This is an optimization exercise on Yosys and OpenROAD, whose aim is small area, a short achievable clock period and few clock cycles, not a production implementation.
RTL that was checked went through simulation tests only; none was proved equivalent to the original.

==> flow/design.v (excerpt) <==
module hysteresis_peak_detector #(
	parameter int unsigned SAMPLE_BITS = 16,
	parameter int unsigned TIME_BITS   = 32
) (
	input  logic                          clk,
	input  logic                          arst_n,
	input  logic                          in_valid,
	output logic                          in_ready,
	input  logic signed [SAMPLE_BITS-1:0] sample_value,
	input  logic        [TIME_BITS-1:0]   sample_time,
	input  logic                          restart,
	output logic                          out_valid,
	input  logic                          out_ready,
	output logic        [TIME_BITS-1:0]   peak_time,
	output logic signed [SAMPLE_BITS-1:0] peak_value,
	input  logic                          cfg_valid,
	output logic                          cfg_ready,
	input  logic [hpd_pkg::CFG_INDEX_BITS-1:0] cfg_index,
	input  logic [((SAMPLE_BITS > hpd_pkg::INTERVAL_BITS) ?
	               SAMPLE_BITS : hpd_pkg::INTERVAL_BITS)-1:0] cfg_data
);
export LEC_CHECK = 0
export ABC_AREA = 1
export CAP_MARGIN = 20
export CORE_MARGIN = 2
export CORE_UTILIZATION = 55
export SETUP_SLACK_MARGIN = 5
export SLEW_MARGIN = 20
export BUFFER_PORTS_ARGS = -buffer_cell sky130_fd_sc_hd__buf_1
export CTS_ARGS = -sink_clustering_enable -repair_clock_nets -buf_list "sky130_fd_sc_hd__clkbuf_4 sky130_fd_sc_hd__clkbuf_8" -sink_clustering_size 12 -sink_clustering_max_diameter 60 -dont_use_dummy_load
create_clock -name core_clock -period 8.5 [get_ports {clk}]
standard.sh (not shown) runs the stock make flow with config.mk's settings and CLKGATE_MAP_FILE= SYNTH_SCRIPT=/design/flow/synth_recipe.tcl, a recipe that flattens the netlist after the stock synthesis.
==> flow/flow/run.sh <==
#!/bin/bash
# Standard layout with two changes: port buffers are buf_1 cells instead of
# the resizer's default pick, and clock tree synthesis inserts no dummy loads
# and clusters up to 12 flip-flops per leaf buffer. Every tool's output goes
# to a log file here.
set -e
{
	echo 'export BUFFER_PORTS_ARGS = -buffer_cell sky130_fd_sc_hd__buf_1'
	echo 'export CTS_ARGS = -sink_clustering_enable -repair_clock_nets -buf_list "sky130_fd_sc_hd__clkbuf_4 sky130_fd_sc_hd__clkbuf_8" -sink_clustering_size 12 -sink_clustering_max_diameter 60 -dont_use_dummy_load'
} >> config.mk
bash standard.sh > standard.log 2>&1
Testbench counts at the start, summed over its fixed seeds: cycles 17,921.
Next try:
==> flow/flow/run.sh (replaced) <==
#!/bin/bash
# Standard layout with two changes: port buffers are buf_1 cells instead of
# the resizer's default pick, and clock tree synthesis inserts no dummy loads.
# Every tool's output goes to a log file here.
set -e
{
	echo 'export BUFFER_PORTS_ARGS = -buffer_cell sky130_fd_sc_hd__buf_1'
	echo 'export CTS_ARGS = -sink_clustering_enable -repair_clock_nets -buf_list sky130_fd_sc_hd__clkbuf_4 -dont_use_dummy_load'
} >> config.mk
bash standard.sh > standard.log 2>&1
--- a/flow/config.mk
+++ b/flow/config.mk
@@ -7,3 +7,2 @@
 export LEC_CHECK = 0
-export ABC_AREA = 1
 export CAP_MARGIN = 20
@@ -14,2 +13,2 @@
 export BUFFER_PORTS_ARGS = -buffer_cell sky130_fd_sc_hd__buf_1
-export CTS_ARGS = -sink_clustering_enable -repair_clock_nets -buf_list "sky130_fd_sc_hd__clkbuf_4 sky130_fd_sc_hd__clkbuf_8" -sink_clustering_size 12 -sink_clustering_max_diameter 60 -dont_use_dummy_load
+export CTS_ARGS = -sink_clustering_enable -repair_clock_nets -buf_list sky130_fd_sc_hd__clkbuf_4 -dont_use_dummy_load
Design area rose by 6.6%.
Sequential share of layout area drops by 3.2 points.
Non-clock buffer count is higher by 33.
Routed wire length climbs by 3.8%.
Critical path depth climbs by 1.
Via count shrinks by 11%.
Worst setup slack got worse by 0.40 ns.
Next try:
==> flow/flow/run.sh (replaced) <==
#!/bin/bash
# Standard layout with two changes: port buffers are buf_1 cells instead of
# the resizer's default pick, and clock tree synthesis inserts no dummy loads
# and clusters up to 16 flip-flops per leaf buffer. Every tool's output goes
# to a log file here.
set -e
{
	echo 'export BUFFER_PORTS_ARGS = -buffer_cell sky130_fd_sc_hd__buf_1'
	echo 'export CTS_ARGS = -sink_clustering_enable -repair_clock_nets -buf_list "sky130_fd_sc_hd__clkbuf_4 sky130_fd_sc_hd__clkbuf_8" -sink_clustering_size 16 -sink_clustering_max_diameter 70 -dont_use_dummy_load'
} >> config.mk
bash standard.sh > standard.log 2>&1
--- a/flow/config.mk
+++ b/flow/config.mk
@@ -7,2 +7,3 @@
 export LEC_CHECK = 0
+export ABC_AREA = 1
 export CAP_MARGIN = 20
@@ -13,2 +14,2 @@
 export BUFFER_PORTS_ARGS = -buffer_cell sky130_fd_sc_hd__buf_1
-export CTS_ARGS = -sink_clustering_enable -repair_clock_nets -buf_list sky130_fd_sc_hd__clkbuf_4 -dont_use_dummy_load
+export CTS_ARGS = -sink_clustering_enable -repair_clock_nets -buf_list "sky130_fd_sc_hd__clkbuf_4 sky130_fd_sc_hd__clkbuf_8" -sink_clustering_size 16 -sink_clustering_max_diameter 70 -dont_use_dummy_load
The changed run finished with timing, DRC and antenna clean; register-to-register slack improved by 0.35 ns; via count came out higher by roughly a tenth; design area falls by a few percent; utilization came out lower by 4.8 points; non-clock buffer count went down by 33; area after synthesis goes up slightly; worst setup slack improved by 0.35 ns.
Next try:
==> flow/flow/run.sh (replaced) <==
#!/bin/bash
# Standard layout with three changes: port buffers are buf_1 cells instead of
# the resizer's default pick, clock tree synthesis inserts no dummy loads, and
# timing repair aims for 6 ns of setup slack. Every tool's output goes to a
# log file here.
set -e
{
	echo 'export BUFFER_PORTS_ARGS = -buffer_cell sky130_fd_sc_hd__buf_1'
	echo 'export CTS_ARGS = -sink_clustering_enable -repair_clock_nets -buf_list sky130_fd_sc_hd__clkbuf_4 -dont_use_dummy_load'
	echo 'export SETUP_SLACK_MARGIN = 6'
} >> config.mk
bash standard.sh > standard.log 2>&1
--- a/flow/config.mk
+++ b/flow/config.mk
@@ -11,5 +11,5 @@
 export CORE_UTILIZATION = 55
-export SETUP_SLACK_MARGIN = 5
 export SLEW_MARGIN = 20
 export BUFFER_PORTS_ARGS = -buffer_cell sky130_fd_sc_hd__buf_1
-export CTS_ARGS = -sink_clustering_enable -repair_clock_nets -buf_list "sky130_fd_sc_hd__clkbuf_4 sky130_fd_sc_hd__clkbuf_8" -sink_clustering_size 16 -sink_clustering_max_diameter 70 -dont_use_dummy_load
+export CTS_ARGS = -sink_clustering_enable -repair_clock_nets -buf_list sky130_fd_sc_hd__clkbuf_4 -dont_use_dummy_load
+export SETUP_SLACK_MARGIN = 6
Critical path depth grows by 5.
Worst hold slack hardly moves.
Setup slack gains 0.054 ns.

---

run A:
The RTL this note starts from:
==> flow/design.v <==
package hpd_pkg;
	typedef enum logic [1:0] {
		REG_LOCAL_THR    = 2'd0,
		REG_GLOBAL_THR   = 2'd1,
		REG_MIN_INTERVAL = 2'd2
	} cfg_reg_t;
	localparam int unsigned CFG_INDEX_BITS = 2;
	localparam int unsigned INTERVAL_BITS  = 24;
	typedef struct packed {
		logic valid;     
		logic advance;   
	} pipe_ctrl_t;
endpackage
module hpd_carry #(
	parameter int unsigned N = 17
) (
	input  logic [N-1:0] x,
	input  logic [N-1:0] y,
	input  logic         cin,
	output logic         cout
);
	localparam int unsigned L = $clog2(N + 1);
	localparam int unsigned M = 1 << L;
	logic [(L+1)*M-1:0] g, p;
	assign g[0] = cin;
	assign p[0] = 1'b0;
	assign g[N:1] = x & y;
	assign p[N:1] = x | y;
	if (M > N + 1) begin : g_pad
		assign g[M-1:N+1] = '0;
		assign p[M-1:N+1] = '1;
	end
	for (genvar l = 0; l < L; l++) begin : g_lvl
		for (genvar i = 0; i < (M >> (l + 1)); i++) begin : g_node
			assign g[(l+1)*M + i] = g[l*M + 2*i + 1] | (p[l*M + 2*i + 1] & g[l*M + 2*i]);
			assign p[(l+1)*M + i] = p[l*M + 2*i + 1] & p[l*M + 2*i];
		end
		assign g[(l+1)*M + (M >> (l + 1)) +: (M - (M >> (l + 1)))] = '0;
		assign p[(l+1)*M + (M >> (l + 1)) +: (M - (M >> (l + 1)))] = '0;
	end
	assign cout = g[L*M];
endmodule
module hysteresis_peak_detector #(
	parameter int unsigned SAMPLE_BITS = 16,
	parameter int unsigned TIME_BITS   = 32
) (
	input  logic                          clk,
	input  logic                          arst_n,
	input  logic                          in_valid,
	output logic                          in_ready,
	input  logic signed [SAMPLE_BITS-1:0] sample_value,
	input  logic        [TIME_BITS-1:0]   sample_time,
	input  logic                          restart,
	output logic                          out_valid,
	input  logic                          out_ready,
	output logic        [TIME_BITS-1:0]   peak_time,
	output logic signed [SAMPLE_BITS-1:0] peak_value,
	input  logic                          cfg_valid,
	output logic                          cfg_ready,
	input  logic [hpd_pkg::CFG_INDEX_BITS-1:0] cfg_index,
	input  logic [((SAMPLE_BITS > hpd_pkg::INTERVAL_BITS) ?
	               SAMPLE_BITS : hpd_pkg::INTERVAL_BITS)-1:0] cfg_data
);
	localparam int unsigned WB = SAMPLE_BITS + 1;
	localparam int unsigned IB = hpd_pkg::INTERVAL_BITS;
	localparam int unsigned DW = ((TIME_BITS > IB) ? TIME_BITS : IB) + 1;
	logic        [SAMPLE_BITS-2:0] local_thr_q;
	logic signed [SAMPLE_BITS-1:0] global_thr_q;
	logic        [IB-1:0]          min_interval_q;
	assign cfg_ready = 1'b1;
	always_ff @(posedge clk or negedge arst_n) begin
		if (!arst_n) begin
			local_thr_q    <= '0;
			global_thr_q   <= '0;
			min_interval_q <= '0;
		end else if (cfg_valid) begin
			case (cfg_index)
				2'd0: local_thr_q    <= cfg_data[SAMPLE_BITS-2:0];
				2'd1: global_thr_q   <= $signed(cfg_data[SAMPLE_BITS-1:0]);
				2'd2: min_interval_q <= cfg_data[IB-1:0];
				default: ;
			endcase
		end
	end
	logic signed [SAMPLE_BITS-1:0] max_q, min_q;
	logic        [TIME_BITS-1:0]   max_t_q, prev_t_q;
	logic                          rising_q, seen_q, out_valid_q;
	logic signed [WB-1:0] ref_m, ref_h;
	logic                 ok;
	assign ref_m = rising_q ? {max_q[SAMPLE_BITS-1], max_q} : ~{min_q[SAMPLE_BITS-1], min_q};
	assign ref_h = ref_m - $signed({2'b00, local_thr_q});
	logic [TIME_BITS:0] cs_s, cs_k;
	logic               spaced, above;
	for (genvar i = 0; i < TIME_BITS; i++) begin : g_csa
		logic zb;
		assign zb = (i < IB) ? !min_interval_q[i] : 1'b1;
		assign cs_s[i]   = max_t_q[i] ^ !prev_t_q[i] ^ zb;
		assign cs_k[i+1] = (max_t_q[i] & !prev_t_q[i]) | (max_t_q[i] & zb) | (!prev_t_q[i] & zb);
	end
	assign cs_s[TIME_BITS] = 1'b0;
	assign cs_k[0]         = 1'b0;
	hpd_carry #(.N(TIME_BITS + 1)) u_spaced (
		.x   (cs_s),
		.y   (cs_k),
		.cin (1'b1),
		.cout(spaced)
	);
	hpd_carry #(.N(SAMPLE_BITS)) u_above (
		.x   ({!max_q[SAMPLE_BITS-1], max_q[SAMPLE_BITS-2:0]}),
		.y   (~{!global_thr_q[SAMPLE_BITS-1], global_thr_q[SAMPLE_BITS-2:0]}),
		.cin (1'b0),
		.cout(above)
	);
	assign ok = above && (!seen_q || spaced);
	logic signed [WB-1:0] v_c;
	logic acc, gt, lt, fire;
	assign in_ready = !out_valid_q || out_ready;
	assign acc      = in_valid && in_ready;
	assign v_c      = rising_q ? {sample_value[SAMPLE_BITS-1], sample_value}
	                         : ~{sample_value[SAMPLE_BITS-1], sample_value};
	hpd_carry #(.N(WB)) u_gt (
		.x   ({!v_c[WB-1], v_c[WB-2:0]}),
		.y   (~{!ref_m[WB-1], ref_m[WB-2:0]}),
		.cin (1'b0),
		.cout(gt)
	);
	hpd_carry #(.N(WB)) u_lt (
		.x   ({!ref_h[WB-1], ref_h[WB-2:0]}),
		.y   (~{!v_c[WB-1], v_c[WB-2:0]}),
		.cin (1'b0),
		.cout(lt)
	);
	assign fire = acc && !restart && rising_q && lt && ok;
	always_ff @(posedge clk or negedge arst_n) begin
		if (!arst_n) begin
			max_q       <= '0;
			max_t_q     <= '0;
			rising_q    <= 1'b1;
			seen_q      <= 1'b0;
			out_valid_q <= 1'b0;
		end else begin
			out_valid_q <= fire || (out_valid_q && !out_ready);
			if (acc) begin
				if (restart || (rising_q ? gt : lt)) begin
					max_q   <= sample_value;
					max_t_q <= sample_time;
				end
				rising_q <= restart || (rising_q ? !lt : lt);
				if (restart)
					seen_q <= 1'b0;
				else if (fire)
					seen_q <= 1'b1;
			end
		end
	end
	always_ff @(posedge clk) begin
		if (acc && (rising_q ? lt : gt))
			min_q <= sample_value;
		if (fire)
			prev_t_q <= max_t_q;
	end
	assign out_valid  = out_valid_q;
	assign peak_time  = max_t_q;
	assign peak_value = max_q;
endmodule
==> flow/config.mk <==
export PLATFORM = sky130hd
export DESIGN_NAME = hysteresis_peak_detector
export DESIGN_NICKNAME = hysteresis_peak_detector
export VERILOG_FILES = /design/flow/design.v
export SDC_FILE = /design/flow/constraint.sdc
export NUM_CORES = 4
export LEC_CHECK = 0
export CAP_MARGIN = 20
export CORE_MARGIN = 2
export CORE_UTILIZATION = 40
export SETUP_SLACK_MARGIN = 4
export SLEW_MARGIN = 20
==> flow/constraint.sdc <==
create_clock -name core_clock -period 8.5 [get_ports {clk}]
set_input_delay 1.7000 -clock core_clock [delete_from_list [all_inputs] [get_ports {clk}]]
set_output_delay 1.7000 -clock core_clock [all_outputs]
set_load 0.01 [all_outputs]
run.sh (not shown) runs the stock make flow with config.mk's settings and CLKGATE_MAP_FILE= SYNTH_SCRIPT=/design/flow/synth_recipe.tcl, a recipe that flattens the netlist after the stock synthesis.
Stock flow here: none of the scripts above is used.
Run A: no failed stages, no open violations at the end
Input changes introduced in run B (baseline for comparison: run A):
Settings: removing SETUP_SLACK_MARGIN (formerly 4).
Findings:
- Run B does better than run A on post-route total power.
- Taking run A as the reference, in run B final-stage net count has decreased, transition at the pin with the smallest max-transition slack went up.
Function was not checked in any run of this note: the RTL went through the layout flow alone.

[afterwards: timing with drivers on the ports]
In the flow no input, the clock included, has a driving cell. The finished layouts below were timed again as built, in two steps.
Step 1 assumes that a clkbuf_16 drives the clock port and a buf_2 every other input.
Step 2 moves the port delays by t, midway between the first and last clock arrival at a register: inputs arrive t later, outputs are due t later. That takes back most of the time a late clock gives input paths.
a / b / c = ideal ports / drivers / drivers and shift; a / b = the first two.
| run | t, ns | setup WS [ns] | slew at the worst register clock pin (ns) | cell pins on the clock port's net |
|---|---|---|---|---|
| the first run of note 1 | 0.551 | 5.334 / 5.334 / 5.009 | 0.09 / 0.09 | 1 |
| the second run of note 1 | 0.667 | 4.932 / 4.932 / 4.932 | 0.07 / 0.07 | 1 |
| the third run of note 1 | 0.535 | 5.282 / 5.282 / 5.028 | 0.11 / 0.11 | 1 |
| the fourth run of note 1 | 0.670 | 5.335 / 5.335 / 5.321 | 0.07 / 0.07 | 1 |
| run A | 0.481 | 3.547 / 3.547 / 3.213 | 0.08 / 0.08 | 1 |
| run B | 0.471 | 2.431 / 2.431 / 2.431 | 0.07 / 0.07 | 1 |
After both steps setup and hold are still met in every run listed. The setup slack of run A, which loses most, moves by 0.000 ns with the drivers and by -0.334 ns with both steps.
